Context: an optimization exercise on an open-source flow, tuned for small area, a short achievable clock period and few clock cycles. The choices shown serve that exercise and are no tape-out recipe. Function was not checked in any run shown here: the RTL went through the layout flow alone.

==> flow/design.v (outline; a module is shown in full before it is edited, if it fits) <==
// module feature_ram: 22 lines
// module conv_stage0: 1130 lines
// module conv_stage1: 886 lines
// module conv_stage2: 1275 lines
// module mac_array: 83 lines
// module layer_sequencer: 75 lines
// module conv_layer_top: 72 lines
module conv_layer_top (
  input  wire                                 clk,
  input  wire                                 reset,
  input  wire                                 ld_req,
  input  wire [4-1:0]              ld_addr,
  input  wire [4*16-1:0]  ld_data,
  input  wire                                 start_req,
  input  wire [4-1:0]              rd_addr,
  output logic                                ld_ack,
  output logic                                start_ack,
  output logic [4*16-1:0] rd_data
);
  // ...
==> flow/run.sh <==
#!/bin/bash
# synth_recipe.tcl (not shown) runs the flow's synth.tcl, then flattens the netlist and writes it again
# the make line also repeats each setting of config.mk as NAME=value (left out here)
make -C /OpenROAD-flow-scripts/flow DESIGN_CONFIG=/design/flow/config.mk WORK_HOME=/design/flow/orfs CLKGATE_MAP_FILE= SYNTH_SCRIPT=/design/flow/synth_recipe.tcl finish
==> flow/config.mk <==
export PLATFORM = sky130hd
export DESIGN_NAME = conv_layer_top
export DESIGN_NICKNAME = conv_layer_top
export VERILOG_FILES = /design/flow/design.v
export SDC_FILE = /design/flow/constraint.sdc
export NUM_CORES = 4
export LEC_CHECK = 0
export ABC_CLOCK_PERIOD_IN_PS = 4000
export CAP_MARGIN = 20
export CORE_MARGIN = 2
export CORE_UTILIZATION = 40
export PLACE_DENSITY = 0.6
export SETUP_SLACK_MARGIN = 5
export SLEW_MARGIN = 20
==> flow/constraint.sdc <==
create_clock -name core_clock -period 11.0 [get_ports {clk}]
set_input_delay 2.2000 -clock core_clock [delete_from_list [all_inputs] [get_ports {clk}]]
set_output_delay 2.2000 -clock core_clock [all_outputs]
set_load 0.01 [all_outputs]
==> flow_summary.json, run 1 <==
{
  "run_status": "finished clean",
  "grt_util_all_layers": 0.225,
  "drv_slew": 0,
  "viasPerCell": 5.45,
  "synth_simple_gate_area_frac": 0.0464,
  "clkTransAtPathRegs_ns": 0.06,
  "comb.multi_input.count": 3997,
  "stdcell_count": 12800,
  "clock_buffers": 374,
  "yosysUniqueCellTypes": 78,
  "met1Wirelength_mm": 147,
  "met3_track_utilization_from_global_routing": 0.0412,
  "synth_fa_ha_area_frac": 0.146,
  "design.seq.count": 2555,
  "worst_skew_pair.late_latency_ns": 0.87,
  "r2r_setup_slack_ns": 5.22,
  "dp_worst_setup_slack_ns": 5.04,
  "cts_max_level": 5,
  "cts_max_path_buffers": 4,
  "totalWireLength_mm": 356,
  "mappedNetlistNets": 9354,
  "design_area_sq_mm": 0.140,
  "detailedRoute.firstPassIterationCount": 6,
  "wl_met3_mm": 27.8
}
==> module feature_ram, before the edit <==
module feature_ram (
  input  wire                       clk,
  input  wire                       m_we,
  input  wire [4-1:0]    m_waddr,
  input  wire [59:0]                m_wdata,
  input  wire                       u_we,
  input  wire [4-1:0]    u_waddr,
  input  wire [71:0]                u_wdata,
  input  wire [4-1:0]    m_raddr,
  output logic [59:0]               m_rdata,
  input  wire [4-1:0]    u_raddr,
  output logic [71:0]               u_rdata
);
  logic [59:0] mem_m [0:16-1];
  logic [71:0] mem_u [0:16-1];
  always_ff @(posedge clk) begin
    if (m_we) mem_m[m_waddr] <= m_wdata;
    if (u_we) mem_u[u_waddr] <= u_wdata;
    u_rdata <= mem_u[u_raddr];
  end
  assign m_rdata = mem_m[m_raddr];
endmodule
==> module mac_array, before the edit <==
module mac_array (
  input  wire                         clk,
  input  wire                         reset,
  input  wire                         ld_we,      
  input  wire [4-1:0]      ld_addr,
  input  wire [63:0]                  ld_data,
  input  wire                         inject,     
  input  wire [4-1:0]      rc_pos,
  input  wire [59:0]                  rc_m,       
  input  wire [71:0]                  rc_u,       
  input  wire                         skip_sel,   
  output logic                        busy,       
  output logic                        m_we,
  output logic [4-1:0]     m_waddr,
  output logic [59:0]                 m_wdata,
  output logic                        u_we,
  output logic [4-1:0]     u_waddr,
  output logic [71:0]                 u_wdata
);
  localparam int L = 4;
  logic [63:0] x_q;
  logic [59:0] y0_q;
  logic [59:0] m_q;
  logic [63:0] s_q;
  logic [71:0] u_q;
  logic [3:0]  a0, a1, a2, a3;
  logic        v0, v1, v2, v3;
  logic [63:0] y0_x, m_x;
  logic [79:0] t0, t1, t2;
  logic [59:0] y0_d, m_d;
  logic [63:0] skip_rec;
  function automatic logic [14:0] relu_clamp(logic [19:0] t);
    if (t[19])             relu_clamp = 15'd0;
    else if (|t[18:17])    relu_clamp = 15'h7fff;
    else                   relu_clamp = t[16:2];
  endfunction
  for (genvar i = 0; i < L; i++) begin : g_lane
    assign y0_x[i*16 +: 16] = {1'b0, y0_q[i*15 +: 15]};
    assign m_x[i*16 +: 16]  = {1'b0, m_q[i*15 +: 15]};
    assign y0_d[i*15 +: 15] = relu_clamp(t0[i*20 +: 20]);
    assign m_d[i*15 +: 15]  = relu_clamp(t1[i*20 +: 20]);
    assign skip_rec[i*16 +: 16] = rc_u[i*18 +: 16] - u_q[i*18 +: 16];
  end
  conv_stage0 u_s0 (.x(x_q),  .t(t0));
  conv_stage1 u_s1 (.x(y0_x), .t(t1));
  conv_stage2 u_s2 (.x(m_x),  .a(s_q), .t(t2));
  always_ff @(posedge clk) begin
    if (ld_we) begin
      x_q <= ld_data;
      a0  <= ld_addr;
    end else if (inject) begin
      for (int i = 0; i < L; i++) x_q[i*16 +: 16] <= {1'b0, rc_m[i*15 +: 15]};
      a0  <= rc_pos;
    end
    y0_q <= y0_d;
    m_q  <= inject ? rc_m : m_d;
    s_q  <= skip_sel ? skip_rec : (inject ? '0 : x_q);
    for (int i = 0; i < L; i++) u_q[i*18 +: 18] <= t2[i*20 + 2 +: 18];
    a1 <= a0;
    a2 <= a1;
    a3 <= a2;
  end
  always_ff @(posedge clk) begin
    if (reset) begin
      v0 <= 1'b0;
      v1 <= 1'b0;
      v2 <= 1'b0;
      v3 <= 1'b0;
    end else begin
      v0 <= ld_we || inject;
      v1 <= v0;
      v2 <= v1;
      v3 <= v2;
    end
  end
  assign busy    = v0 || v1 || v2;
  assign m_we    = v2;
  assign m_waddr = a2;
  assign m_wdata = m_q;
  assign u_we    = v3;
  assign u_waddr = a3;
  assign u_wdata = u_q;
endmodule
==> module layer_sequencer, before the edit <==
module layer_sequencer (
  input  wire                       clk,
  input  wire                       reset,
  input  wire                       ld_req,
  input  wire [4-1:0]    ld_addr,
  input  wire                       start_req,
  input  wire                       busy,
  output logic                      ld_ack,
  output logic                      start_ack,
  output logic                      ld_we,
  output logic                      inject,
  output logic                      skip_sel,
  output logic                      slow,
  output logic [4-1:0]   rc_pos
);
  localparam logic [1:0] IDLE = 2'd0;
  localparam logic [1:0] RUN  = 2'd1;
  localparam logic [1:0] DONE = 2'd2;
  logic [1:0]   state;
  logic [2:0]   ph;
  logic [4-1:0] pos;
  logic [16-1:0]  pending;
  logic         finish;
  logic         advance;
  assign ld_we = ld_req && !ld_ack;
  always_ff @(posedge clk) begin
    if (reset) ld_ack <= 1'b0;
    else       ld_ack <= ld_req;
  end
  assign inject   = (state == RUN) && (ph == 3'd0) && !pending[pos];
  assign skip_sel = (state == RUN) && (ph == 3'd2);
  assign advance  = (state == RUN) && ((ph == 3'd0 && pending[pos]) || ph == 3'd4);
  assign finish   = ((state == IDLE) && start_req && !busy && (&pending)) ||
                    (advance && pos == 4'(16 - 1));
  assign slow     = (state == RUN);
  assign rc_pos   = pos;
  always_ff @(posedge clk) begin
    if (reset) begin
      state     <= IDLE;
      start_ack <= 1'b0;
      pending   <= '0;
      ph        <= '0;
      pos       <= '0;
    end else begin
      if (ld_we) pending[ld_addr] <= 1'b1;
      case (state)
        IDLE: begin
          ph  <= '0;
          pos <= '0;
          if (start_req && !busy && !(&pending)) state <= RUN;
        end
        RUN: begin
          if (advance) begin
            ph  <= '0;
            pos <= pos + 1'b1;
          end else begin
            ph <= ph + 1'b1;
          end
        end
        DONE: begin
          if (!start_req) begin
            state     <= IDLE;
            start_ack <= 1'b0;
          end
        end
        default: state <= IDLE;
      endcase
      if (finish) begin
        state     <= DONE;
        start_ack <= 1'b1;
        pending   <= '0;
      end
    end
  end
endmodule
==> module conv_layer_top, before the edit <==
module conv_layer_top (
  input  wire                                 clk,
  input  wire                                 reset,
  input  wire                                 ld_req,
  input  wire [4-1:0]              ld_addr,
  input  wire [4*16-1:0]  ld_data,
  input  wire                                 start_req,
  input  wire [4-1:0]              rd_addr,
  output logic                                ld_ack,
  output logic                                start_ack,
  output logic [4*16-1:0] rd_data
);
  logic        ld_we, inject, skip_sel, slow, busy;
  logic [3:0]  rc_pos;
  logic        m_we, u_we;
  logic [3:0]  m_waddr, u_waddr;
  logic [59:0] m_wdata, m_rdata;
  logic [71:0] u_wdata, u_rdata;
  layer_sequencer u_seq (
    .clk       (clk),
    .reset     (reset),
    .ld_req    (ld_req),
    .ld_addr   (ld_addr),
    .start_req (start_req),
    .busy      (busy),
    .ld_ack    (ld_ack),
    .start_ack (start_ack),
    .ld_we     (ld_we),
    .inject    (inject),
    .skip_sel  (skip_sel),
    .slow      (slow),
    .rc_pos    (rc_pos)
  );
  mac_array u_mac (
    .clk      (clk),
    .reset    (reset),
    .ld_we    (ld_we),
    .ld_addr  (ld_addr),
    .ld_data  (ld_data),
    .inject   (inject),
    .rc_pos   (rc_pos),
    .rc_m     (m_rdata),
    .rc_u     (u_rdata),
    .skip_sel (skip_sel),
    .busy     (busy),
    .m_we     (m_we),
    .m_waddr  (m_waddr),
    .m_wdata  (m_wdata),
    .u_we     (u_we),
    .u_waddr  (u_waddr),
    .u_wdata  (u_wdata)
  );
  feature_ram u_map (
    .clk     (clk),
    .m_we    (m_we),
    .m_waddr (m_waddr),
    .m_wdata (m_wdata),
    .u_we    (u_we),
    .u_waddr (u_waddr),
    .u_wdata (u_wdata),
    .m_raddr (rc_pos),
    .m_rdata (m_rdata),
    .u_raddr (slow ? rc_pos : rd_addr),
    .u_rdata (u_rdata)
  );
  for (genvar i = 0; i < 4; i++) begin : g_out
    logic [17:0] u;
    assign u = u_rdata[i*18 +: 18];
    assign rd_data[i*16 +: 16] = (u[17:15] == 3'b000 || u[17:15] == 3'b111) ? u[15:0] :
                                 (u[17] ? 16'h8000 : 16'h7fff);
  end
endmodule
==> run 2, diff against run 1 <==
--- a/flow/design.v
+++ b/flow/design.v
@@ -11,25 +11,33 @@
   input  wire [4-1:0]    m_raddr,
   output logic [59:0]               m_rdata,
   input  wire [4-1:0]    u_raddr,
-  output logic [71:0]               u_rdata
+  output logic [71:0]               u_rdata,
+  output logic [3:0]                u_hi,      
+  output logic [3:0]                u_lo       
 );
+  logic [71:0] u_mux;
   logic [59:0] mem_m [0:16-1];
   logic [71:0] mem_u [0:16-1];
   always_ff @(posedge clk) begin
     if (m_we) mem_m[m_waddr] <= m_wdata;
     if (u_we) mem_u[u_waddr] <= u_wdata;
-    u_rdata <= mem_u[u_raddr];
+    u_rdata <= u_mux;
+    for (int i = 0; i < 4; i++) begin
+      u_hi[i] <= !u_mux[i*18+17] && (u_mux[i*18+16] || u_mux[i*18+15]);
+      u_lo[i] <= u_mux[i*18+17] && !(u_mux[i*18+16] && u_mux[i*18+15]);
+    end
   end
+  assign u_mux = mem_u[u_raddr];
   assign m_rdata = mem_m[m_raddr];
 endmodule
 `default_nettype wire
 `timescale 1ns/1ns
 `default_nettype none
-module conv_stage0 (
+module conv_csa0 (
   input  wire [63:0] x,    
-  output logic [79:0] t    
+  output logic [159:0] r   
 );
-  logic [19:0] t0, t1, t2, t3;
+  logic [19:0] t0a, t0b, t1a, t1b, t2a, t2b, t3a, t3b;
   logic t0_n1;
   logic t0_n2;
   logic t0_n3;
@@ -266,8 +274,10 @@
   assign t0_n116 = (t0_n48 & t0_n78) | (t0_n48 & t0_n79) | (t0_n78 & t0_n79);
   assign t0_n117 = 1'b1 ^ t0_n80 ^ t0_n81;
   assign t0_n118 = (1'b1 & t0_n80) | (1'b1 & t0_n81) | (t0_n80 & t0_n81);
-  assign t0 = {1'b1, t0_n82, t0_n116, t0_n114, t0_n112, t0_n110, t0_n108, t0_n106, t0_n104, t0_n102, t0_n100, t0_n98, t0_n96, t0_n94, t0_n92, t0_n90, t0_n88, t0_n86, t0_n84, ~x[48]} + {1'b0, t0_n118, t0_n117, t0_n115, t0_n113, t0_n111, t0_n109, t0_n107, t0_n105, t0_n103, t0_n101, t0_n99, t0_n97, t0_n95, t0_n93, t0_n91, t0_n89, t0_n87, t0_n85, t0_n83};
-  assign t[0 +: 20] = t0;
+  assign t0a = {1'b1, t0_n82, t0_n116, t0_n114, t0_n112, t0_n110, t0_n108, t0_n106, t0_n104, t0_n102, t0_n100, t0_n98, t0_n96, t0_n94, t0_n92, t0_n90, t0_n88, t0_n86, t0_n84, ~x[48]};
+  assign t0b = {1'b0, t0_n118, t0_n117, t0_n115, t0_n113, t0_n111, t0_n109, t0_n107, t0_n105, t0_n103, t0_n101, t0_n99, t0_n97, t0_n95, t0_n93, t0_n91, t0_n89, t0_n87, t0_n85, t0_n83};
+  assign r[0 +: 20] = t0a;
+  assign r[20 +: 20] = t0b;
   logic t1_n1;
   logic t1_n2;
   logic t1_n3;
@@ -584,8 +594,10 @@
   assign t1_n156 = (t1_n87 & t1_n118) | (t1_n87 & t1_n119) | (t1_n118 & t1_n119);
   assign t1_n157 = t1_n88 ^ t1_n120 ^ t1_n121;
   assign t1_n158 = (t1_n88 & t1_n120) | (t1_n88 & t1_n121) | (t1_n120 & t1_n121);
-  assign t1 = {1'b1, t1_n122, t1_n156, t1_n154, t1_n152, t1_n150, t1_n148, t1_n146, t1_n144, t1_n142, t1_n140, t1_n138, t1_n136, t1_n134, t1_n132, t1_n130, t1_n128, t1_n126, t1_n124, 1'b1} + {1'b0, t1_n158, t1_n157, t1_n155, t1_n153, t1_n151, t1_n149, t1_n147, t1_n145, t1_n143, t1_n141, t1_n139, t1_n137, t1_n135, t1_n133, t1_n131, t1_n129, t1_n127, t1_n125, t1_n123};
-  assign t[20 +: 20] = t1;
+  assign t1a = {1'b1, t1_n122, t1_n156, t1_n154, t1_n152, t1_n150, t1_n148, t1_n146, t1_n144, t1_n142, t1_n140, t1_n138, t1_n136, t1_n134, t1_n132, t1_n130, t1_n128, t1_n126, t1_n124, 1'b1};
+  assign t1b = {1'b0, t1_n158, t1_n157, t1_n155, t1_n153, t1_n151, t1_n149, t1_n147, t1_n145, t1_n143, t1_n141, t1_n139, t1_n137, t1_n135, t1_n133, t1_n131, t1_n129, t1_n127, t1_n125, t1_n123};
+  assign r[40 +: 20] = t1a;
+  assign r[60 +: 20] = t1b;
   logic t2_n1;
   logic t2_n2;
   logic t2_n3;
@@ -838,8 +850,10 @@
   assign t2_n124 = (t2_n54 & t2_n86) | (t2_n54 & t2_n87) | (t2_n86 & t2_n87);
   assign t2_n125 = 1'b1 ^ t2_n88 ^ t2_n89;
   assign t2_n126 = (1'b1 & t2_n88) | (1'b1 & t2_n89) | (t2_n88 & t2_n89);
-  assign t2 = {1'b1, t2_n90, t2_n124, t2_n122, t2_n120, t2_n118, t2_n116, t2_n114, t2_n112, t2_n110, t2_n108, t2_n106, t2_n104, t2_n102, t2_n100, t2_n98, t2_n96, t2_n94, t2_n92, t2_n55} + {1'b0, t2_n126, t2_n125, t2_n123, t2_n121, t2_n119, t2_n117, t2_n115, t2_n113, t2_n111, t2_n109, t2_n107, t2_n105, t2_n103, t2_n101, t2_n99, t2_n97, t2_n95, t2_n93, t2_n91};
-  assign t[40 +: 20] = t2;
+  assign t2a = {1'b1, t2_n90, t2_n124, t2_n122, t2_n120, t2_n118, t2_n116, t2_n114, t2_n112, t2_n110, t2_n108, t2_n106, t2_n104, t2_n102, t2_n100, t2_n98, t2_n96, t2_n94, t2_n92, t2_n55};
+  assign t2b = {1'b0, t2_n126, t2_n125, t2_n123, t2_n121, t2_n119, t2_n117, t2_n115, t2_n113, t2_n111, t2_n109, t2_n107, t2_n105, t2_n103, t2_n101, t2_n99, t2_n97, t2_n95, t2_n93, t2_n91};
+  assign r[80 +: 20] = t2a;
+  assign r[100 +: 20] = t2b;
   logic t3_n1;
   logic t3_n2;
   logic t3_n3;
@@ -1152,14 +1166,16 @@
   assign t3_n154 = (t3_n85 & t3_n116) | (t3_n85 & t3_n117) | (t3_n116 & t3_n117);
   assign t3_n155 = t3_n86 ^ t3_n118 ^ t3_n119;
   assign t3_n156 = (t3_n86 & t3_n118) | (t3_n86 & t3_n119) | (t3_n118 & t3_n119);
-  assign t3 = {1'b1, t3_n120, t3_n154, t3_n152, t3_n150, t3_n148, t3_n146, t3_n144, t3_n142, t3_n140, t3_n138, t3_n136, t3_n134, t3_n132, t3_n130, t3_n128, t3_n126, t3_n124, t3_n122, 1'b1} + {1'b0, t3_n156, t3_n155, t3_n153, t3_n151, t3_n149, t3_n147, t3_n145, t3_n143, t3_n141, t3_n139, t3_n137, t3_n135, t3_n133, t3_n131, t3_n129, t3_n127, t3_n125, t3_n123, t3_n121};
-  assign t[60 +: 20] = t3;
+  assign t3a = {1'b1, t3_n120, t3_n154, t3_n152, t3_n150, t3_n148, t3_n146, t3_n144, t3_n142, t3_n140, t3_n138, t3_n136, t3_n134, t3_n132, t3_n130, t3_n128, t3_n126, t3_n124, t3_n122, 1'b1};
+  assign t3b = {1'b0, t3_n156, t3_n155, t3_n153, t3_n151, t3_n149, t3_n147, t3_n145, t3_n143, t3_n141, t3_n139, t3_n137, t3_n135, t3_n133, t3_n131, t3_n129, t3_n127, t3_n125, t3_n123, t3_n121};
+  assign r[120 +: 20] = t3a;
+  assign r[140 +: 20] = t3b;
 endmodule
-module conv_stage1 (
+module conv_csa1 (
   input  wire [63:0] x,    
-  output logic [79:0] t    
+  output logic [159:0] r   
 );
-  logic [19:0] t0, t1, t2, t3;
+  logic [19:0] t0a, t0b, t1a, t1b, t2a, t2b, t3a, t3b;
   logic t0_n1;
   logic t0_n2;
   logic t0_n3;
@@ -1396,8 +1412,10 @@
   assign t0_n116 = (t0_n52 & t0_n80) | (t0_n52 & t0_n81) | (t0_n80 & t0_n81);
   assign t0_n117 = 1'b1 ^ t0_n82;
   assign t0_n118 = 1'b1 & t0_n82;
-  assign t0 = {1'b1, t0_n118, t0_n116, t0_n114, t0_n112, t0_n110, t0_n108, t0_n106, t0_n104, t0_n102, t0_n100, t0_n98, t0_n96, t0_n94, t0_n92, t0_n90, t0_n88, t0_n86, t0_n84, 1'b1} + {1'b0, 1'b0, t0_n117, t0_n115, t0_n113, t0_n111, t0_n109, t0_n107, t0_n105, t0_n103, t0_n101, t0_n99, t0_n97, t0_n95, t0_n93, t0_n91, t0_n89, t0_n87, t0_n85, t0_n83};
-  assign t[0 +: 20] = t0;
+  assign t0a = {1'b1, t0_n118, t0_n116, t0_n114, t0_n112, t0_n110, t0_n108, t0_n106, t0_n104, t0_n102, t0_n100, t0_n98, t0_n96, t0_n94, t0_n92, t0_n90, t0_n88, t0_n86, t0_n84, 1'b1};
+  assign t0b = {1'b0, 1'b0, t0_n117, t0_n115, t0_n113, t0_n111, t0_n109, t0_n107, t0_n105, t0_n103, t0_n101, t0_n99, t0_n97, t0_n95, t0_n93, t0_n91, t0_n89, t0_n87, t0_n85, t0_n83};
+  assign r[0 +: 20] = t0a;
+  assign r[20 +: 20] = t0b;
   logic t1_n1;
   logic t1_n2;
   logic t1_n3;
@@ -1638,8 +1656,10 @@
   assign t1_n118 = (t1_n52 & t1_n82) | (t1_n52 & t1_n83) | (t1_n82 & t1_n83);
   assign t1_n119 = 1'b1 ^ t1_n84;
   assign t1_n120 = 1'b1 & t1_n84;
-  assign t1 = {1'b1, 1'b1, t1_n118, t1_n116, t1_n114, t1_n112, t1_n110, t1_n108, t1_n106, t1_n104, t1_n102, t1_n100, t1_n98, t1_n96, t1_n94, t1_n92, t1_n90, t1_n88, t1_n86, 1'b1} + {1'b0, t1_n120, t1_n119, t1_n117, t1_n115, t1_n113, t1_n111, t1_n109, t1_n107, t1_n105, t1_n103, t1_n101, t1_n99, t1_n97, t1_n95, t1_n93, t1_n91, t1_n89, t1_n87, t1_n85};
-  assign t[20 +: 20] = t1;
+  assign t1a = {1'b1, 1'b1, t1_n118, t1_n116, t1_n114, t1_n112, t1_n110, t1_n108, t1_n106, t1_n104, t1_n102, t1_n100, t1_n98, t1_n96, t1_n94, t1_n92, t1_n90, t1_n88, t1_n86, 1'b1};
+  assign t1b = {1'b0, t1_n120, t1_n119, t1_n117, t1_n115, t1_n113, t1_n111, t1_n109, t1_n107, t1_n105, t1_n103, t1_n101, t1_n99, t1_n97, t1_n95, t1_n93, t1_n91, t1_n89, t1_n87, t1_n85};
+  assign r[40 +: 20] = t1a;
+  assign r[60 +: 20] = t1b;
   logic t2_n1;
   logic t2_n2;
   logic t2_n3;
@@ -1864,8 +1884,10 @@
   assign t2_n110 = (t2_n47 & t2_n76) | (t2_n47 & t2_n77) | (t2_n76 & t2_n77);
   assign t2_n111 = ~x[46] ^ t2_n48 ^ t2_n78;
   assign t2_n112 = (~x[46] & t2_n48) | (~x[46] & t2_n78) | (t2_n48 & t2_n78);
-  assign t2 = {1'b1, 1'b1, t2_n112, t2_n110, t2_n108, t2_n106, t2_n104, t2_n102, t2_n100, t2_n98, t2_n96, t2_n94, t2_n92, t2_n90, t2_n88, t2_n86, t2_n84, t2_n82, t2_n80, 1'b1} + {1'b0, 1'b0, 1'b0, t2_n111, t2_n109, t2_n107, t2_n105, t2_n103, t2_n101, t2_n99, t2_n97, t2_n95, t2_n93, t2_n91, t2_n89, t2_n87, t2_n85, t2_n83, t2_n81, t2_n79};
-  assign t[40 +: 20] = t2;
+  assign t2a = {1'b1, 1'b1, t2_n112, t2_n110, t2_n108, t2_n106, t2_n104, t2_n102, t2_n100, t2_n98, t2_n96, t2_n94, t2_n92, t2_n90, t2_n88, t2_n86, t2_n84, t2_n82, t2_n80, 1'b1};
+  assign t2b = {1'b0, 1'b0, 1'b0, t2_n111, t2_n109, t2_n107, t2_n105, t2_n103, t2_n101, t2_n99, t2_n97, t2_n95, t2_n93, t2_n91, t2_n89, t2_n87, t2_n85, t2_n83, t2_n81, t2_n79};
+  assign r[80 +: 20] = t2a;
+  assign r[100 +: 20] = t2b;
   logic t3_n1;
   logic t3_n2;
   logic t3_n3;
@@ -2038,15 +2060,17 @@
   assign t3_n84 = (1'b1 & t3_n48) | (1'b1 & t3_n49) | (t3_n48 & t3_n49);
   assign t3_n85 = 1'b1 ^ t3_n50;
   assign t3_n86 = 1'b1 & t3_n50;
-  assign t3 = {1'b1, 1'b1, t3_n84, t3_n82, t3_n80, t3_n78, t3_n76, t3_n74, t3_n72, t3_n70, t3_n68, t3_n66, t3_n64, t3_n62, t3_n60, t3_n58, t3_n56, t3_n54, t3_n52, 1'b1} + {1'b0, t3_n86, t3_n85, t3_n83, t3_n81, t3_n79, t3_n77, t3_n75, t3_n73, t3_n71, t3_n69, t3_n67, t3_n65, t3_n63, t3_n61, t3_n59, t3_n57, t3_n55, t3_n53, t3_n51};
-  assign t[60 +: 20] = t3;
+  assign t3a = {1'b1, 1'b1, t3_n84, t3_n82, t3_n80, t3_n78, t3_n76, t3_n74, t3_n72, t3_n70, t3_n68, t3_n66, t3_n64, t3_n62, t3_n60, t3_n58, t3_n56, t3_n54, t3_n52, 1'b1};
+  assign t3b = {1'b0, t3_n86, t3_n85, t3_n83, t3_n81, t3_n79, t3_n77, t3_n75, t3_n73, t3_n71, t3_n69, t3_n67, t3_n65, t3_n63, t3_n61, t3_n59, t3_n57, t3_n55, t3_n53, t3_n51};
+  assign r[120 +: 20] = t3a;
+  assign r[140 +: 20] = t3b;
 endmodule
-module conv_stage2 (
+module conv_csa2 (
   input  wire [63:0] x,    
   input  wire [63:0] a,    
-  output logic [79:0] t    
+  output logic [159:0] r   
 );
-  logic [19:0] t0, t1, t2, t3;
+  logic [19:0] t0a, t0b, t1a, t1b, t2a, t2b, t3a, t3b;
   logic t0_n1;
   logic t0_n2;
   logic t0_n3;
@@ -2411,8 +2435,10 @@
   assign t0_n180 = (t0_n111 & t0_n142) | (t0_n111 & t0_n143) | (t0_n142 & t0_n143);
   assign t0_n181 = t0_n112 ^ t0_n144 ^ t0_n145;
   assign t0_n182 = (t0_n112 & t0_n144) | (t0_n112 & t0_n145) | (t0_n144 & t0_n145);
-  assign t0 = {1'b1, t0_n146, t0_n180, t0_n178, t0_n176, t0_n174, t0_n172, t0_n170, t0_n168, t0_n166, t0_n164, t0_n162, t0_n160, t0_n158, t0_n156, t0_n154, t0_n152, t0_n150, t0_n148, 1'b1} + {1'b0, t0_n182, t0_n181, t0_n179, t0_n177, t0_n175, t0_n173, t0_n171, t0_n169, t0_n167, t0_n165, t0_n163, t0_n161, t0_n159, t0_n157, t0_n155, t0_n153, t0_n151, t0_n149, t0_n147};
-  assign t[0 +: 20] = t0;
+  assign t0a = {1'b1, t0_n146, t0_n180, t0_n178, t0_n176, t0_n174, t0_n172, t0_n170, t0_n168, t0_n166, t0_n164, t0_n162, t0_n160, t0_n158, t0_n156, t0_n154, t0_n152, t0_n150, t0_n148, 1'b1};
+  assign t0b = {1'b0, t0_n182, t0_n181, t0_n179, t0_n177, t0_n175, t0_n173, t0_n171, t0_n169, t0_n167, t0_n165, t0_n163, t0_n161, t0_n159, t0_n157, t0_n155, t0_n153, t0_n151, t0_n149, t0_n147};
+  assign r[0 +: 20] = t0a;
+  assign r[20 +: 20] = t0b;
   logic t1_n1;
   logic t1_n2;
   logic t1_n3;
@@ -2709,8 +2735,10 @@
   assign t1_n146 = (t1_n75 & t1_n108) | (t1_n75 & t1_n109) | (t1_n108 & t1_n109);
   assign t1_n147 = t1_n76 ^ t1_n110 ^ t1_n111;
   assign t1_n148 = (t1_n76 & t1_n110) | (t1_n76 & t1_n111) | (t1_n110 & t1_n111);
-  assign t1 = {1'b1, t1_n112, t1_n146, t1_n144, t1_n142, t1_n140, t1_n138, t1_n136, t1_n134, t1_n132, t1_n130, t1_n128, t1_n126, t1_n124, t1_n122, t1_n120, t1_n118, t1_n116, t1_n114, t1_n77} + {1'b0, t1_n148, t1_n147, t1_n145, t1_n143, t1_n141, t1_n139, t1_n137, t1_n135, t1_n133, t1_n131, t1_n129, t1_n127, t1_n125, t1_n123, t1_n121, t1_n119, t1_n117, t1_n115, t1_n113};
-  assign t[20 +: 20] = t1;
+  assign t1a = {1'b1, t1_n112, t1_n146, t1_n144, t1_n142, t1_n140, t1_n138, t1_n136, t1_n134, t1_n132, t1_n130, t1_n128, t1_n126, t1_n124, t1_n122, t1_n120, t1_n118, t1_n116, t1_n114, t1_n77};
+  assign t1b = {1'b0, t1_n148, t1_n147, t1_n145, t1_n143, t1_n141, t1_n139, t1_n137, t1_n135, t1_n133, t1_n131, t1_n129, t1_n127, t1_n125, t1_n123, t1_n121, t1_n119, t1_n117, t1_n115, t1_n113};
+  assign r[40 +: 20] = t1a;
+  assign r[60 +: 20] = t1b;
   logic t2_n1;
   logic t2_n2;
   logic t2_n3;
@@ -3071,8 +3099,10 @@
   assign t2_n178 = (t2_n109 & t2_n140) | (t2_n109 & t2_n141) | (t2_n140 & t2_n141);
   assign t2_n179 = t2_n110 ^ t2_n142 ^ t2_n143;
   assign t2_n180 = (t2_n110 & t2_n142) | (t2_n110 & t2_n143) | (t2_n142 & t2_n143);
-  assign t2 = {1'b1, t2_n144, t2_n178, t2_n176, t2_n174, t2_n172, t2_n170, t2_n168, t2_n166, t2_n164, t2_n162, t2_n160, t2_n158, t2_n156, t2_n154, t2_n152, t2_n150, t2_n148, t2_n146, 1'b1} + {1'b0, t2_n180, t2_n179, t2_n177, t2_n175, t2_n173, t2_n171, t2_n169, t2_n167, t2_n165, t2_n163, t2_n161, t2_n159, t2_n157, t2_n155, t2_n153, t2_n151, t2_n149, t2_n147, t2_n145};
-  assign t[40 +: 20] = t2;
+  assign t2a = {1'b1, t2_n144, t2_n178, t2_n176, t2_n174, t2_n172, t2_n170, t2_n168, t2_n166, t2_n164, t2_n162, t2_n160, t2_n158, t2_n156, t2_n154, t2_n152, t2_n150, t2_n148, t2_n146, 1'b1};
+  assign t2b = {1'b0, t2_n180, t2_n179, t2_n177, t2_n175, t2_n173, t2_n171, t2_n169, t2_n167, t2_n165, t2_n163, t2_n161, t2_n159, t2_n157, t2_n155, t2_n153, t2_n151, t2_n149, t2_n147, t2_n145};
+  assign r[80 +: 20] = t2a;
+  assign r[100 +: 20] = t2b;
   logic t3_n1;
   logic t3_n2;
   logic t3_n3;
@@ -3313,8 +3343,10 @@
   assign t3_n118 = (t3_n53 & t3_n82) | (t3_n53 & t3_n83) | (t3_n82 & t3_n83);
   assign t3_n119 = ~a[63] ^ t3_n54 ^ t3_n84;
   assign t3_n120 = (~a[63] & t3_n54) | (~a[63] & t3_n84) | (t3_n54 & t3_n84);
-  assign t3 = {1'b1, t3_n120, t3_n118, t3_n116, t3_n114, t3_n112, t3_n110, t3_n108, t3_n106, t3_n104, t3_n102, t3_n100, t3_n98, t3_n96, t3_n94, t3_n92, t3_n90, t3_n88, t3_n86, 1'b1} + {1'b0, 1'b0, t3_n119, t3_n117, t3_n115, t3_n113, t3_n111, t3_n109, t3_n107, t3_n105, t3_n103, t3_n101, t3_n99, t3_n97, t3_n95, t3_n93, t3_n91, t3_n89, t3_n87, t3_n85};
-  assign t[60 +: 20] = t3;
+  assign t3a = {1'b1, t3_n120, t3_n118, t3_n116, t3_n114, t3_n112, t3_n110, t3_n108, t3_n106, t3_n104, t3_n102, t3_n100, t3_n98, t3_n96, t3_n94, t3_n92, t3_n90, t3_n88, t3_n86, 1'b1};
+  assign t3b = {1'b0, 1'b0, t3_n119, t3_n117, t3_n115, t3_n113, t3_n111, t3_n109, t3_n107, t3_n105, t3_n103, t3_n101, t3_n99, t3_n97, t3_n95, t3_n93, t3_n91, t3_n89, t3_n87, t3_n85};
+  assign r[120 +: 20] = t3a;
+  assign r[140 +: 20] = t3b;
 endmodule
 `default_nettype wire
 `timescale 1ns/1ns
@@ -3325,10 +3357,12 @@
   input  wire                         ld_we,      
   input  wire [4-1:0]      ld_addr,
   input  wire [63:0]                  ld_data,
+  input  wire                         m_ld,       
   input  wire                         inject,     
   input  wire [4-1:0]      rc_pos,
   input  wire [59:0]                  rc_m,       
   input  wire [71:0]                  rc_u,       
+  input  wire                         zero_s,     
   input  wire                         skip_sel,   
   output logic                        busy,       
   output logic                        m_we,
@@ -3339,68 +3373,74 @@
   output logic [71:0]                 u_wdata
 );
   localparam int L = 4;
-  logic [63:0] x_q;
-  logic [59:0] y0_q;
-  logic [59:0] m_q;
-  logic [63:0] s_q;
-  logic [71:0] u_q;
-  logic [3:0]  a0, a1, a2, a3;
-  logic        v0, v1, v2, v3;
-  logic [63:0] y0_x, m_x;
-  logic [79:0] t0, t1, t2;
-  logic [59:0] y0_d, m_d;
-  logic [63:0] skip_rec;
+  logic [159:0] c0_q, c1_q, c2_q;
+  logic [59:0]  y0_q, m_q;
+  logic [63:0]  s1, s2, s3;
+  logic [3:0]   a0, a1, a2, a3, a4;
+  logic         v0, v1, v2, v3, v4;
+  logic [63:0]  x_in, y0_x, m_x, s_in;
+  logic [159:0] c0_d, c1_d, c2_d;
+  logic [59:0]  y0_d, m_d;
+  logic [71:0]  u_d;
+  logic [63:0]  skip_rec;
   function automatic logic [14:0] relu_clamp(logic [19:0] t);
     if (t[19])             relu_clamp = 15'd0;
     else if (|t[18:17])    relu_clamp = 15'h7fff;
     else                   relu_clamp = t[16:2];
   endfunction
   for (genvar i = 0; i < L; i++) begin : g_lane
+    logic [19:0] t0, t1, t2;
+    logic [17:0] rec;
+    assign t0 = c0_q[i*40 +: 20] + c0_q[i*40+20 +: 20];
+    assign t1 = c1_q[i*40 +: 20] + c1_q[i*40+20 +: 20];
+    assign t2 = c2_q[i*40 +: 20] + c2_q[i*40+20 +: 20];
+    assign y0_d[i*15 +: 15] = relu_clamp(t0);
+    assign m_d[i*15 +: 15]  = relu_clamp(t1);
+    assign u_d[i*18 +: 18]  = t2[19:2];
     assign y0_x[i*16 +: 16] = {1'b0, y0_q[i*15 +: 15]};
     assign m_x[i*16 +: 16]  = {1'b0, m_q[i*15 +: 15]};
-    assign y0_d[i*15 +: 15] = relu_clamp(t0[i*20 +: 20]);
-    assign m_d[i*15 +: 15]  = relu_clamp(t1[i*20 +: 20]);
-    assign skip_rec[i*16 +: 16] = rc_u[i*18 +: 16] - u_q[i*18 +: 16];
+    assign x_in[i*16 +: 16] = inject ? m_x[i*16 +: 16] : ld_data[i*16 +: 16];
+    assign rec = {rc_u[i*18 +: 16], 2'b00} - c2_q[i*40 +: 18] - c2_q[i*40+20 +: 18] + 18'd3;
+    assign skip_rec[i*16 +: 16] = rec[17:2];
   end
-  conv_stage0 u_s0 (.x(x_q),  .t(t0));
-  conv_stage1 u_s1 (.x(y0_x), .t(t1));
-  conv_stage2 u_s2 (.x(m_x),  .a(s_q), .t(t2));
+  assign s_in = zero_s ? '0 : s3;
+  conv_csa0 u_s0 (.x(x_in), .r(c0_d));
+  conv_csa1 u_s1 (.x(y0_x), .r(c1_d));
+  conv_csa2 u_s2 (.x(m_x),  .a(s_in), .r(c2_d));
   always_ff @(posedge clk) begin
-    if (ld_we) begin
-      x_q <= ld_data;
-      a0  <= ld_addr;
-    end else if (inject) begin
-      for (int i = 0; i < L; i++) x_q[i*16 +: 16] <= {1'b0, rc_m[i*15 +: 15]};
-      a0  <= rc_pos;
-    end
+    if (ld_we)         s1 <= ld_data;
+    else if (skip_sel) s1 <= skip_rec;
+    a0   <= inject ? rc_pos : ld_addr;
+    c0_q <= c0_d;
     y0_q <= y0_d;
-    m_q  <= inject ? rc_m : m_d;
-    s_q  <= skip_sel ? skip_rec : (inject ? '0 : x_q);
-    for (int i = 0; i < L; i++) u_q[i*18 +: 18] <= t2[i*20 + 2 +: 18];
+    c1_q <= c1_d;
+    m_q  <= m_ld ? rc_m : m_d;
+    c2_q <= c2_d;
+    s2   <= s1;
+    s3   <= s2;
     a1 <= a0;
     a2 <= a1;
     a3 <= a2;
+    a4 <= a3;
   end
   always_ff @(posedge clk) begin
     if (reset) begin
-      v0 <= 1'b0;
-      v1 <= 1'b0;
-      v2 <= 1'b0;
-      v3 <= 1'b0;
+      {v0, v1, v2, v3, v4} <= '0;
     end else begin
       v0 <= ld_we || inject;
       v1 <= v0;
       v2 <= v1;
       v3 <= v2;
+      v4 <= v3;
     end
   end
-  assign busy    = v0 || v1 || v2;
-  assign m_we    = v2;
-  assign m_waddr = a2;
+  assign busy    = v0 || v1 || v2 || v3;
+  assign m_we    = v3;
+  assign m_waddr = a3;
   assign m_wdata = m_q;
-  assign u_we    = v3;
-  assign u_waddr = a3;
-  assign u_wdata = u_q;
+  assign u_we    = v4;
+  assign u_waddr = a4;
+  assign u_wdata = u_d;
 endmodule
 `default_nettype wire
 `timescale 1ns/1ns
@@ -3415,7 +3455,9 @@
   output logic                      ld_ack,
   output logic                      start_ack,
   output logic                      ld_we,
+  output logic                      m_ld,
   output logic                      inject,
+  output logic                      zero_s,
   output logic                      skip_sel,
   output logic                      slow,
   output logic [4-1:0]   rc_pos
@@ -3434,9 +3476,11 @@
     if (reset) ld_ack <= 1'b0;
     else       ld_ack <= ld_req;
   end
-  assign inject   = (state == RUN) && (ph == 3'd0) && !pending[pos];
+  assign m_ld     = (state == RUN) && (ph == 3'd0) && !pending[pos];
+  assign inject   = (state == RUN) && (ph == 3'd1);
+  assign zero_s   = (state == RUN) && (ph == 3'd1);
   assign skip_sel = (state == RUN) && (ph == 3'd2);
-  assign advance  = (state == RUN) && ((ph == 3'd0 && pending[pos]) || ph == 3'd4);
+  assign advance  = (state == RUN) && ((ph == 3'd0 && pending[pos]) || ph == 3'd6);
   assign finish   = ((state == IDLE) && start_req && !busy && (&pending)) ||
                     (advance && pos == 4'(16 - 1));
   assign slow     = (state == RUN);
@@ -3495,12 +3539,13 @@
   output logic                                start_ack,
   output logic [4*16-1:0] rd_data
 );
-  logic        ld_we, inject, skip_sel, slow, busy;
+  logic        ld_we, m_ld, inject, zero_s, skip_sel, slow, busy;
   logic [3:0]  rc_pos;
   logic        m_we, u_we;
   logic [3:0]  m_waddr, u_waddr;
   logic [59:0] m_wdata, m_rdata;
   logic [71:0] u_wdata, u_rdata;
+  logic [3:0]  u_hi, u_lo;
   layer_sequencer u_seq (
     .clk       (clk),
     .reset     (reset),
@@ -3511,7 +3556,9 @@
     .ld_ack    (ld_ack),
     .start_ack (start_ack),
     .ld_we     (ld_we),
+    .m_ld      (m_ld),
     .inject    (inject),
+    .zero_s    (zero_s),
     .skip_sel  (skip_sel),
     .slow      (slow),
     .rc_pos    (rc_pos)
@@ -3522,10 +3569,12 @@
     .ld_we    (ld_we),
     .ld_addr  (ld_addr),
     .ld_data  (ld_data),
+    .m_ld     (m_ld),
     .inject   (inject),
     .rc_pos   (rc_pos),
     .rc_m     (m_rdata),
     .rc_u     (u_rdata),
+    .zero_s   (zero_s),
     .skip_sel (skip_sel),
     .busy     (busy),
     .m_we     (m_we),
@@ -3546,13 +3595,13 @@
     .m_raddr (rc_pos),
     .m_rdata (m_rdata),
     .u_raddr (slow ? rc_pos : rd_addr),
-    .u_rdata (u_rdata)
+    .u_rdata (u_rdata),
+    .u_hi    (u_hi),
+    .u_lo    (u_lo)
   );
   for (genvar i = 0; i < 4; i++) begin : g_out
-    logic [17:0] u;
-    assign u = u_rdata[i*18 +: 18];
-    assign rd_data[i*16 +: 16] = (u[17:15] == 3'b000 || u[17:15] == 3'b111) ? u[15:0] :
-                                 (u[17] ? 16'h8000 : 16'h7fff);
+    assign rd_data[i*16 +: 16] = u_hi[i] ? 16'h7fff :
+                                 u_lo[i] ? 16'h8000 : u_rdata[i*18 +: 16];
   end
 endmodule
 `default_nettype wire
==> flow/flow/run.sh (new file) <==
#!/bin/bash
# Standard layout flow, logged.
set -o pipefail
bash standard.sh > standard.log 2>&1
==> flow/standard.sh (new file) <==
#!/bin/bash
# synth_recipe.tcl (not shown) runs the flow's synth.tcl, then flattens the netlist and writes it again
# the make line also repeats each setting of config.mk as NAME=value (left out here)
make -C /OpenROAD-flow-scripts/flow DESIGN_CONFIG=/design/flow/config.mk WORK_HOME=/design/flow/orfs CLKGATE_MAP_FILE= SYNTH_SCRIPT=/design/flow/synth_recipe.tcl "${@:-finish}"
removed: flow/run.sh
==> flow_summary.json, run 2 <==
{
  "run_status": "finished clean",
  "ys_seq_elements": 2987,
  "crit_path_top_delay_cell": "sky130_fd_sc_hd__mux2i_1",
  "tritoncts": "built",
  "global_route.overflow_total": 0,
  "synthesized_area_divided_by_synthesized_cell_count_sq_um": 16.1,
  "ys.warnings.count": 3,
  "worstSetupEndpointType": "register",
  "cts_hold_buffers": 0,
  "finalCritPeriodShare": 0.505,
  "number_of_global_route_vias_before_repair": 74900,
  "die_x_microns": 582,
  "fin_nets": 10100,
  "register_name_with_the_most_flops": "u_map.mem_u",
  "drt-initial-drc-count": 6434,
  "post_synthesis_share_of_cell_area_spent_on_xor_and_xnor_gates": 0.0139,
  "yosysUniqueCellTypes": 79,
  "first_pass_grt_wire_length_mm": 527,
  "combinational_family_with_the_most_area_after_synthesis": "adder cells",
  "initial_core_util": 0.401,
  "crit_cells": 11,
  "io_buffer_count": 141,
  "worstPathCellList": "nand2b_1, nor2_1, and2_4, buf_6, mux2i_1, inv_1, fa_1, inv_1, fa_1, inv_1, fa_1",
  "drv_slew": 0,
  "fin_setup_tns_ns": 0,
  "synth_top_cells_by_area": "sky130_fd_sc_hd__edfxtp_1 49%, sky130_fd_sc_hd__dfxtp_1 12%, sky130_fd_sc_hd__mux4_2 10%",
  "detailedRoute.firstPassIterationCount": 6,
  "clk_root_buffer_cell": "sky130_fd_sc_hd__clkbuf_16",
  "max_cap_viol_count": 0,
  "timing.final.hold_violations": 0,
  "synth_area_sq_mm": 0.134,
  "n_fill_cell": 28500,
  "synth.largest_area_cell": "sky130_fd_sc_hd__edfxtp_1",
  "drt_drc_violations_left": 0,
  "largest_registers": "u_map.mem_u x1152, u_map.mem_m x960, u_mac.c0_q x149",
  "viasPerCell": 5.32,
  "synth_top_cell_area_share": 0.489,
  "postRouteAntennaNets": 0,
  "synth-edff-count": 2176,
  "post_route_cells_drive_above_1_share": 0.155,
  "worstMarginPinSlew_ns": 1.20,
  "mappedNetlistNets": 9666,
  "reg2regPathDepth": 11,
  "synth.most_common_cell": "sky130_fd_sc_hd__edfxtp_1",
  "antenna_found_initial": 19,
  "core_sq_mm": 0.333,
  "worstReg2RegStart": "u_seq.state[1]",
  "top_level_ports": 142,
  "critical-path-max-stage-delay_ns": 0.83,
  "clock-sinks": 2987,
  "synth_flop_cell": "sky130_fd_sc_hd__edfxtp_1",
  "cp.arrival_ns": 6.32,
  "place.detailed.hpwl_mm": 241,
  "totalWireLength_mm": 365,
  "crit_buf_inv": 4,
  "hold_path_depth": 0,
  "max_freq_ghz": 0.180,
  "finalClockSkew_ns": 0.0699,
  "tritoncts.num_buffers": 319,
  "slew_headroom": 0.177,
  "cts_max_level": 5,
  "maximum_number_of_pins_on_one_net_before_global_route_repair": 111,
  "min-delay-start": "u_mac.s1[11]",
  "r2r_setup_slack_ns": 5.45,
  "cts_max_path_buffers": 4,
  "synth-compound-area-share": 0.0414,
  "synth_fa_ha_area_frac": 0.156,
  "grt_util_all_layers": 0.215,
  "report.final.setup_viol": 0,
  "worstSetupStartpoint": "u_seq.state[1]",
  "dr_total_vias": 71200,
  "synth.yosys.seq_area_share": 0.610,
  "clkTransAtPathRegs_ns": 0.06,
  "routed_wire_length_per_instance_microns": 27.2,
  "syn2layout_area_growth_pct": 14.0,
  "cell_types_with_the_highest_counts_after_synthesis": "2176 x sky130_fd_sc_hd__edfxtp_1, 1118 x sky130_fd_sc_hd__inv_1, 811 x sky130_fd_sc_hd__dfxtp_1",
  "hold_class": "register to register",
  "mostFrequentLayoutCell": "sky130_fd_sc_hd__edfxtp_1",
  "synthArstFlopShare": 0,
  "grt_setup_unrepaired": "no",
  "core.rowCount": 212,
  "crit_path_class": "register to register",
  "fp.dieH_microns": 582,
  "worst_skew_pair.late_latency_ns": 0.92,
  "fp.dieArea_sq_mm": 0.339,
  "hold_ws_ns": 0.301,
  "place_congestion": 0.914,
  "worstSetupEndpoint": "u_mac.c0_q[66]",
  "synth_simple_gate_area_frac": 0.0341,
  "synth.mux.area_fraction": 0.105,
  "number_of_flip_flops_in_the_largest_register": 1152,
  "worst-path-max-fanout": 48,
  "finalCriticalPeriod_ns": 5.55,
  "synth_cells": 8312,
  "regToRegEndpoint": "u_mac.c0_q[66]",
  "worst_path_dominant_cell_family": "adder cells",
  "crit_path_start_kind": "register",
  "commonest_cells_after_routing_fill_and_taps_aside": "2176 x sky130_fd_sc_hd__edfxtp_1, 1118 x sky130_fd_sc_hd__inv_1, 801 x sky130_fd_sc_hd__dfxtp_1",
  "required_time_worst_endpoint_ns": 11.77
}
## run 2: cell count changes after synthesis, moves of 42 or more
cell	previous run	this run
sky130_fd_sc_hd__nand2_1	538	360
sky130_fd_sc_hd__nor2_1	369	250
sky130_fd_sc_hd__ha_1	510	636
sky130_fd_sc_hd__fa_1	582	642
sky130_fd_sc_hd__inv_1	1356	1118
sky130_fd_sc_hd__dfxtp_1	375	811
sky130_fd_sc_hd__mux2i_1	7	63
sky130_fd_sc_hd__o22ai_1	42	0
sky130_fd_sc_hd__a21o_1	48	109
## run 2: cells by family after synthesis
family / Yosys count
and+or+nand+nor: 987
xor gates and xnor gates: 212
adders and majority gates: 1278
AOI/OAI and AO/OA: 820
muxes: 661
DFF: 2987
buffers and inverters: 1367
## run 2: layer usage
layer	wire [microns]	vias to the layer above	global-route usage	share of wire
li1	-	30700	-	-
met1	149000	37600	0.283	0.41
met2	176000	2276	0.355	0.48
met3	21400	582	0.0296	0.059
met4	18300	8	0.0971	0.050
met5	50	-	0	0.00014
## run 2: cell type report
cell class	count	area [sq um]	share of cell area
multi-input cells	3958	47300	0.311
inverters	1119	4200	0.0276
clock inverters	160	1820	0.0119
well taps	4387	5490	0.0360
clock buffers	428	8890	0.0583
diodes	13	32.5	0.000214
repair buffers	340	2990	0.0196
flip-flops and latches	2987	81600	0.536
## run 2: stage by stage
step | area [sq um] | setup slack (ns) | utilization | std cells
6_report | 152000 | 5.45 | 0.458 | 13400
3_3_place_gp | 141000 | 4.84 | 0.425 | 12800
3_5_place_dp | 141000 | 4.78 | 0.425 | 12800
2_1_floorplan | 134000 | 5.04 | - | 8312
4_1_cts | 152000 | 5.20 | 0.457 | 13400
5_1_grt | 152000 | 5.24 | 0.458 | 13400
## run 2: worst register-to-register path, stage by stage, from the launching register on
cell	delay, ns
sky130_fd_sc_hd__dfxtp_1	0.41
sky130_fd_sc_hd__nand2b_1	0.55
sky130_fd_sc_hd__nor2_1	0.48
sky130_fd_sc_hd__and2_4	0.47
sky130_fd_sc_hd__buf_6	0.64
sky130_fd_sc_hd__mux2i_1	0.90
sky130_fd_sc_hd__inv_1	0.31
sky130_fd_sc_hd__fa_1	0.64
sky130_fd_sc_hd__inv_1	0.07
sky130_fd_sc_hd__fa_1	0.49
sky130_fd_sc_hd__inv_1	0.06
sky130_fd_sc_hd__fa_1	0.44
## run 2: repair_timing
item                                    4_1_cts  5_1_grt
gates resized for setup                       0        1
setup buffers                                 0        0
endpoints found under the setup margin        0        1
endpoints found under the hold margin         0        0
## run 2: worst min path at each step
stage                              end  slack (ns)
after global routing      u_mac.s2[11]        0.31
after floorplan            u_mac.a1[0]        0.31
final                     u_mac.s2[11]        0.30
after detailed placement   u_mac.s3[4]        0.31
after global placement    u_mac.s3[51]        0.31
after CTS                 u_mac.s2[11]        0.30
==> run 3, diff against run 2 <==
==> flow/flow/run.sh (replaced) <==
#!/bin/bash
set -euo pipefail
MARGIN=7
sed -e "s/ SETUP_SLACK_MARGIN=[0-9.]*//" -e "s/ \"\${@:-finish}\"/ SETUP_SLACK_MARGIN=${MARGIN} \"\${@:-finish}\"/" standard.sh > standard_margin.sh
grep -q "SETUP_SLACK_MARGIN=${MARGIN}" standard_margin.sh
bash standard_margin.sh > standard.log 2>&1
==> flow_summary.json, run 3 <==
{
  "clk_root_buffer_cell": "sky130_fd_sc_hd__clkbuf_16",
  "synth.yosys.seq_area_share": 0.610,
  "regToRegEndpoint": "u_mac.s1[15]",
  "grt_setup_unrepaired": "yes",
  "tritoncts.num_buffers": 317,
  "syn2layout_area_growth_pct": 16.0,
  "fin_nets": 10200,
  "reg2regPathDepth": 15,
  "max_cap_viol_count": 0,
  "fin_setup_tns_ns": 0,
  "number_of_flip_flops_in_the_largest_register": 1152,
  "synthesized_area_divided_by_synthesized_cell_count_sq_um": 16.1,
  "dp_worst_setup_slack_ns": 4.84,
  "io_buffer_count": 141,
  "synthArstFlopShare": 0,
  "cp.arrival_ns": 1.99,
  "drt_drc_violations_left": 0,
  "worst_skew_pair.late_latency_ns": 0.92,
  "global_route.overflow_total": 0,
  "antenna_found_initial": 23,
  "detailedRoute.firstPassIterationCount": 6,
  "cell_types_with_the_highest_counts_after_synthesis": "2176 x sky130_fd_sc_hd__edfxtp_1, 1118 x sky130_fd_sc_hd__inv_1, 811 x sky130_fd_sc_hd__dfxtp_1",
  "worstSetupStartpoint": "u_map.u_lo[0]",
  "required_time_worst_endpoint_ns": 8.80,
  "clkTransAtPathRegs_ns": 0.06,
  "drv_slew": 0,
  "number_of_global_route_vias_before_repair": 75500,
  "ys.warnings.count": 3,
  "core.rowCount": 212,
  "cts_max_level": 5,
  "synth_top_cells_by_area": "sky130_fd_sc_hd__edfxtp_1 49%, sky130_fd_sc_hd__dfxtp_1 12%, sky130_fd_sc_hd__mux4_2 10%",
  "viasPerCell": 5.36,
  "timing.final.ws_setup_ns": 6.81,
  "synth.largest_area_cell": "sky130_fd_sc_hd__edfxtp_1",
  "finalCriticalPeriod_ns": 4.19,
  "maximum_number_of_pins_on_one_net_before_global_route_repair": 103,
  "synth_top_cell_area_share": 0.489,
  "max_freq_ghz": 0.239,
  "post_route_cells_drive_above_1_share": 0.202,
  "crit_path_start_kind": "register",
  "finalCritPeriodShare": 0.381,
  "synth-edff-count": 2176,
  "initial_core_util": 0.401,
  "finalClockSkew_ns": 0.0789,
  "top_level_ports": 142,
  "timing.final.hold_violations": 0,
  "synth_cells": 8312,
  "slew_headroom": 0.212,
  "totalWireLength_mm": 374,
  "hold_path_end": "u_mac.s3[6]",
  "report.final.setup_viol": 0,
  "mostFrequentLayoutCell": "sky130_fd_sc_hd__edfxtp_1",
  "tritoncts": "built",
  "mappedNetlistNets": 9666,
  "worstReg2RegStart": "u_map.u_rdata[1]",
  "r2r_setup_slack_ns": 7.12,
  "yosysUniqueCellTypes": 79,
  "cts_hold_buffers": 0,
  "hold_class": "register to register",
  "postRouteAntennaNets": 0,
  "dr_total_vias": 72300,
  "worst-path-max-fanout": 6,
  "routed_wire_length_per_instance_microns": 27.7,
  "worstMarginPinSlew_ns": 1.18,
  "core_sq_mm": 0.333,
  "largest_registers": "u_map.mem_u x1152, u_map.mem_m x960, u_mac.c0_q x149",
  "clock-sinks": 2987,
  "ys_seq_elements": 2987,
  "n_fill_cell": 28300,
  "crit_path_class": "register to output port",
  "first_pass_grt_wire_length_mm": 533,
  "synth_area_sq_mm": 0.134,
  "commonest_cells_after_routing_fill_and_taps_aside": "2176 x sky130_fd_sc_hd__edfxtp_1, 1060 x sky130_fd_sc_hd__inv_1, 778 x sky130_fd_sc_hd__dfxtp_1",
  "hold_path_depth": 0,
  "register_name_with_the_most_flops": "u_map.mem_u",
  "place_congestion": 0.884,
  "drt-initial-drc-count": 6634,
  "min-delay-start": "u_mac.s2[6]",
  "synth.most_common_cell": "sky130_fd_sc_hd__edfxtp_1",
  "worstSetupEndpointType": "output port",
  "fp.dieH_microns": 582,
  "fp.dieArea_sq_mm": 0.339,
  "run_status": "finished clean",
  "die_x_microns": 582,
  "grt_util_all_layers": 0.218,
  "cts_max_path_buffers": 4,
  "place.detailed.hpwl_mm": 245,
  "synth_flop_cell": "sky130_fd_sc_hd__edfxtp_1"
}
==> run 3: cell counts after synthesis <==
Identical to the previous run, type by type.
==> run 3: kinds of logic (layout without fill, tap and decap cells) <==
| kind of cell | after synthesis | in the layout | share of synthesized area |
|---|---|---|---|
| other | 0 | 6 | 0 |
| xor gates and xnor gates | 212 | 212 | 0.0139 |
| AOI/OAI and AO/OA | 820 | 820 | 0.0414 |
| adders and majority gates | 1278 | 1278 | 0.156 |
| and+or+nand+nor | 987 | 988 | 0.0341 |
| buffers and inverters | 1367 | 2158 | 0.0394 |
| DFF | 2987 | 2987 | 0.610 |
| muxes | 661 | 661 | 0.105 |
==> run 3: what timing repair did <==
action | 4_1_cts | 5_1_grt
cloned | 8 | 11
endpoints found under the setup margin | 565 | 317
resized for setup | 458 | 77
pin swaps | 5 | 12
setup buffers | 57 | 52
hold endpoints to repair | 0 | 0
==> run 3: worst max-delay path by stage <==
stage                     cells after the start           endpoint
after floorplan                               2  u_map.mem_u[2][0]
after global placement                        8  u_map.u_rdata[26]
after detailed placement                      8   u_map.u_rdata[4]
after CTS                                     4         rd_data[9]
after global routing                          4         rd_data[1]
final                                         4         rd_data[9]
==> run 3: final cells by class <==
cell class / instances / area (sq um) / share of cell area
clock inverter: 146 / 1660 / 0.0107
clock buffer: 424 / 8820 / 0.0569
timing repair buffer: 469 / 4510 / 0.0291
multi-input combinational: 3959 / 48600 / 0.314
inverter: 1119 / 4220 / 0.0272
sequential: 2987 / 81700 / 0.527
tap: 4387 / 5490 / 0.0354
antenna: 6 / 15.0 / 0.0000969
==> run 3: critical path: stages (launching register included) <==
cell                         delay [ns]
sky130_fd_sc_hd__dfxtp_4           0.39
sky130_fd_sc_hd__clkinvlp_4        0.12
sky130_fd_sc_hd__bufbuf_16         0.29
sky130_fd_sc_hd__a21o_1            0.15
sky130_fd_sc_hd__buf_2             0.13
==> run 3: metrics by stage <==
step | instance area (sq um) | instances | hold slack (ns) | utilization
after global placement | 142000 | 12800 | 0.311 | 0.427
after CTS | 154000 | 13400 | 0.307 | 0.462
after global routing | 155000 | 13500 | 0.326 | 0.466
after floorplan | 135000 | 8312 | 0.310 | -
final | 155000 | 13500 | 0.317 | 0.466
after detailed placement | 142000 | 12800 | 0.312 | 0.428
==> run 3: metal layers <==
metal,vias to the layer above,routed length (microns),track usage
met5,-,13,0
met4,2,19200,0.0954
met3,599,22200,0.0225
met2,2538,183000,0.367
met1,38100,149000,0.288
li1,31000,-,-
==> run 4, diff against run 3 <==
--- a/flow/design.v
+++ b/flow/design.v
@@ -11,24 +11,33 @@
   input  wire [4-1:0]    m_raddr,
   output logic [59:0]               m_rdata,
   input  wire [4-1:0]    u_raddr,
-  output logic [71:0]               u_rdata,
-  output logic [3:0]                u_hi,      
-  output logic [3:0]                u_lo       
+  input  wire                       u_raw,     
+  output logic [71:0]               u_rdata    
 );
-  logic [71:0] u_mux;
   logic [59:0] mem_m [0:16-1];
   logic [71:0] mem_u [0:16-1];
+  logic [71:0] u_mux;
   always_ff @(posedge clk) begin
     if (m_we) mem_m[m_waddr] <= m_wdata;
     if (u_we) mem_u[u_waddr] <= u_wdata;
-    u_rdata <= u_mux;
     for (int i = 0; i < 4; i++) begin
-      u_hi[i] <= !u_mux[i*18+17] && (u_mux[i*18+16] || u_mux[i*18+15]);
-      u_lo[i] <= u_mux[i*18+17] && !(u_mux[i*18+16] && u_mux[i*18+15]);
+      u_rdata[i*18+16 +: 2] <= u_mux[i*18+16 +: 2];
+      if (!u_raw && !u_mux[i*18+17] && (u_mux[i*18+16] || u_mux[i*18+15]))
+        u_rdata[i*18 +: 16] <= 16'h7fff;
+      else if (!u_raw && u_mux[i*18+17] && !(u_mux[i*18+16] && u_mux[i*18+15]))
+        u_rdata[i*18 +: 16] <= 16'h8000;
+      else
+        u_rdata[i*18 +: 16] <= u_mux[i*18 +: 16];
+    end
+  end
+  always_comb begin
+    u_mux   = '0;
+    m_rdata = '0;
+    for (int k = 0; k < 16; k++) begin
+      u_mux   = u_mux   | (mem_u[k] & {72{u_raddr == 4'(k)}});
+      m_rdata = m_rdata | (mem_m[k] & {60{m_raddr == 4'(k)}});
     end
   end
-  assign u_mux = mem_u[u_raddr];
-  assign m_rdata = mem_m[m_raddr];
 endmodule
 `default_nettype wire
 `timescale 1ns/1ns
@@ -3545,7 +3554,6 @@
   logic [3:0]  m_waddr, u_waddr;
   logic [59:0] m_wdata, m_rdata;
   logic [71:0] u_wdata, u_rdata;
-  logic [3:0]  u_hi, u_lo;
   layer_sequencer u_seq (
     .clk       (clk),
     .reset     (reset),
@@ -3595,13 +3603,11 @@
     .m_raddr (rc_pos),
     .m_rdata (m_rdata),
     .u_raddr (slow ? rc_pos : rd_addr),
-    .u_rdata (u_rdata),
-    .u_hi    (u_hi),
-    .u_lo    (u_lo)
+    .u_raw   (slow),
+    .u_rdata (u_rdata)
   );
   for (genvar i = 0; i < 4; i++) begin : g_out
-    assign rd_data[i*16 +: 16] = u_hi[i] ? 16'h7fff :
-                                 u_lo[i] ? 16'h8000 : u_rdata[i*18 +: 16];
+    assign rd_data[i*16 +: 16] = u_rdata[i*18 +: 16];
   end
 endmodule
 `default_nettype wire
--- a/flow/config.mk
+++ b/flow/config.mk
@@ -9,6 +9,7 @@
 export CAP_MARGIN = 20
 export CORE_MARGIN = 2
 export CORE_UTILIZATION = 40
+export CTS_BUF_LIST = sky130_fd_sc_hd__clkbuf_4 sky130_fd_sc_hd__clkbuf_8
 export PLACE_DENSITY = 0.6
 export SETUP_SLACK_MARGIN = 5
 export SLEW_MARGIN = 20
==> flow_summary.json, run 4 <==
{
  "top_level_ports": 142,
  "mostFrequentLayoutCell": "sky130_fd_sc_hd__edfxtp_1",
  "synth_top_cell_area_share": 0.508,
  "synth_cells": 8842,
  "synthArstFlopShare": 0,
  "drt_drc_violations_left": 0,
  "worstMarginPinSlew_ns": 1.28,
  "finalCriticalPeriod_ns": 3.98,
  "core.rowCount": 208,
  "place_congestion": 0.895,
  "fin_setup_tns_ns": 0,
  "groute.layer.met1.usage": 0.338,
  "worstSetupEndpointType": "register",
  "largest_registers": "u_map.mem_u x1152, u_map.mem_m x960, u_mac.c0_q x149",
  "hold_class": "register to register",
  "synth_top_cells_by_area": "sky130_fd_sc_hd__edfxtp_1 51%, sky130_fd_sc_hd__dfxtp_1 12%, sky130_fd_sc_hd__fa_1 10%",
  "synth.most_common_cell": "sky130_fd_sc_hd__edfxtp_1",
  "worst_skew_pair.late_latency_ns": 1.16,
  "ys_seq_elements": 2975,
  "drv_slew": 0,
  "dp_worst_setup_slack_ns": 4.47,
  "initial_core_util": 0.401,
  "totalWireLength_mm": 423,
  "clk_root_buffer_cell": "sky130_fd_sc_hd__clkbuf_8",
  "grt-busiest-layer": "met2",
  "report.final.setup_viol": 0,
  "drt-initial-drc-count": 9598,
  "required_time_worst_endpoint_ns": 11.92,
  "first_pass_grt_wire_length_mm": 593,
  "maximum_number_of_pins_on_one_net_before_global_route_repair": 66,
  "cp.arrival_ns": 4.90,
  "slew_headroom": 0.142,
  "run_status": "finished clean",
  "finalClockSkew_ns": 0.163,
  "grt_use_met2": 0.410,
  "cts_max_path_buffers": 4,
  "synth-edff-count": 2176,
  "die_x_microns": 571,
  "fp.dieH_microns": 571,
  "tritoncts": "built",
  "finalCritPeriodShare": 0.362,
  "max_cap_viol_count": 0,
  "synthesized_area_divided_by_synthesized_cell_count_sq_um": 14.5,
  "met3_track_utilization_from_global_routing": 0.0533,
  "detailedRoute.firstPassIterationCount": 8,
  "global_route.overflow_total": 0,
  "grt_util_all_layers": 0.256,
  "timing.final.ws_setup_ns": 7.02,
  "clkTransAtPathRegs_ns": 0.07,
  "clock-sinks": 2975,
  "syn2layout_area_growth_pct": 16.5,
  "max_freq_ghz": 0.251,
  "place.detailed.hpwl_mm": 270,
  "cts_hold_buffers": 0,
  "fin_nets": 10900,
  "n_fill_cell": 27900,
  "commonest_cells_after_routing_fill_and_taps_aside": "2176 x sky130_fd_sc_hd__edfxtp_1, 924 x sky130_fd_sc_hd__inv_1, 831 x sky130_fd_sc_hd__a22oi_1",
  "mappedNetlistNets": 10200,
  "timing.critical_path.mode_cell": "sky130_fd_sc_hd__o21ai_0",
  "synth_flop_cell": "sky130_fd_sc_hd__edfxtp_1",
  "synth.largest_area_cell": "sky130_fd_sc_hd__edfxtp_1",
  "cts_max_level": 5,
  "yosysUniqueCellTypes": 90,
  "routed_wire_length_per_instance_microns": 29.7,
  "dr_total_vias": 79600,
  "grt_setup_unrepaired": "yes",
  "cell_types_with_the_highest_counts_after_synthesis": "2176 x sky130_fd_sc_hd__edfxtp_1, 961 x sky130_fd_sc_hd__inv_1, 834 x sky130_fd_sc_hd__a22oi_1"
}
==> run 4: changes by cell type after synthesis, sizes merged, moves of 63 or more <==
cell and delta:
a21o -63, a211oi -83, o21ai +109, nand4 +71, mux4 -588, a221oi +88
nor2 +112, a22oi +821, a22o +102, nand3 +88, inv -157
==> run 4: kinds of logic (layout without fill, tap and decap cells) <==
family	Yosys count	in the layout	synth area share
other cells	0	9	0
mux	77	77	0.00688
flops	2975	2975	0.633
compound gates	1766	1767	0.0999
buf+inv	1262	2369	0.0376
simple gates	1273	1276	0.0468
xor+xnor	208	208	0.0142
fa+ha+maj	1281	1281	0.162
==> run 4: layout make-up <==
class | count | area [sq um] | share of cell area
multi-input combinational | 4609 | 44500 | 0.297
inverter | 961 | 3610 | 0.0241
tap | 4305 | 5390 | 0.0359
clock inverter | 147 | 1090 | 0.00731
sequential | 2975 | 81600 | 0.544
clock buffer | 718 | 8640 | 0.0577
timing repair buffer | 543 | 5010 | 0.0335
antenna | 9 | 22.5 | 0.000150
==> run 4: critical path: cells and delay by family (launching register included) <==
kind | cells | cell delay [ns]
xor+xnor | 1 | 0.30
simple gates | 2 | 0.97
fa+ha+maj | 1 | 0.32
flops | 1 | 0.30
compound gates | 6 | 1.95
==> run 4: repair_timing <==
item,4_1_cts,5_1_grt
pin swaps,26,20
cloned,7,2
endpoints found under the setup margin,423,277
gates resized for setup,519,89
buffers inserted,141,31
==> run 4: worst paths after layout <==
| check | slack [ns] | startpoint | cells past startpoint | endpoint |
|---|---|---|---|---|
| hold / removal | 0.27 | u_mac.s2[21] | 0 | u_mac.s3[21] |
| setup reg to reg | 7.02 | u_mac.c1_q[2] | 10 | u_mac.m_q[12] |
| hold reg to reg | 0.27 | u_mac.s2[21] | 0 | u_mac.s3[21] |
| setup / recovery | 7.02 | u_mac.c1_q[2] | 10 | u_mac.m_q[12] |
==> run 4: layer usage <==
layer	vias to the layer above	wire [microns]
met1	40800	168000
met2	4162	196000
met4	20	20000
met3	791	39000
met5	-	114
li1	33800	-
==> run 4: per-stage QoR <==
| step | utilization | hold slack [ns] | cell area (sq um) | std cells |
|---|---|---|---|---|
| floorplan | - | 0.310 | 130000 | 8842 |
| global placement | 0.429 | 0.310 | 137000 | 13200 |
| detailed placement | 0.429 | 0.312 | 137000 | 13200 |
| CTS | 0.465 | 0.289 | 149000 | 14200 |
| global route | 0.468 | 0.297 | 150000 | 14300 |
| finish | 0.468 | 0.273 | 150000 | 14300 |

==> static timing again, ports no longer ideal <==
The results above use ideal ports. As a check the final layouts listed here were re-extracted and re-timed, cells and wires unchanged.
Step 1, drivers: a clkbuf_16 drives clk and a buf_2 each remaining input, both assumed.
Step 2 also shifts input and output timing later by t, the mid clock arrival at the registers, as if the neighbouring blocks saw the same clock.
Three values: ideal ports, drivers, drivers and shift; two values: the first two.
| run | t, ns | setup slack, ns | slew at the worst register clock pin (ns) | worst slew at a driven data input, ns |
|---|---|---|---|---|
| run 1 | 0.951 | 5.222 / 5.222 / 4.984 | 0.07 / 0.07 | 0.10 |
| run 2 | 0.983 | 5.450 / 5.450 / 4.788 | 0.07 / 0.07 | 0.20 |
| run 3 | 0.985 | 6.810 / 6.705 / 6.068 | 0.07 / 0.07 | 0.12 |
| run 4 | 1.176 | 7.019 / 6.931 / 5.804 | 0.07 / 0.07 | 0.21 |
After both steps every run listed still meets setup and hold. For run 4, which loses most, drivers alone change the setup slack by -0.088 ns; drivers and shift together by -1.215 ns.
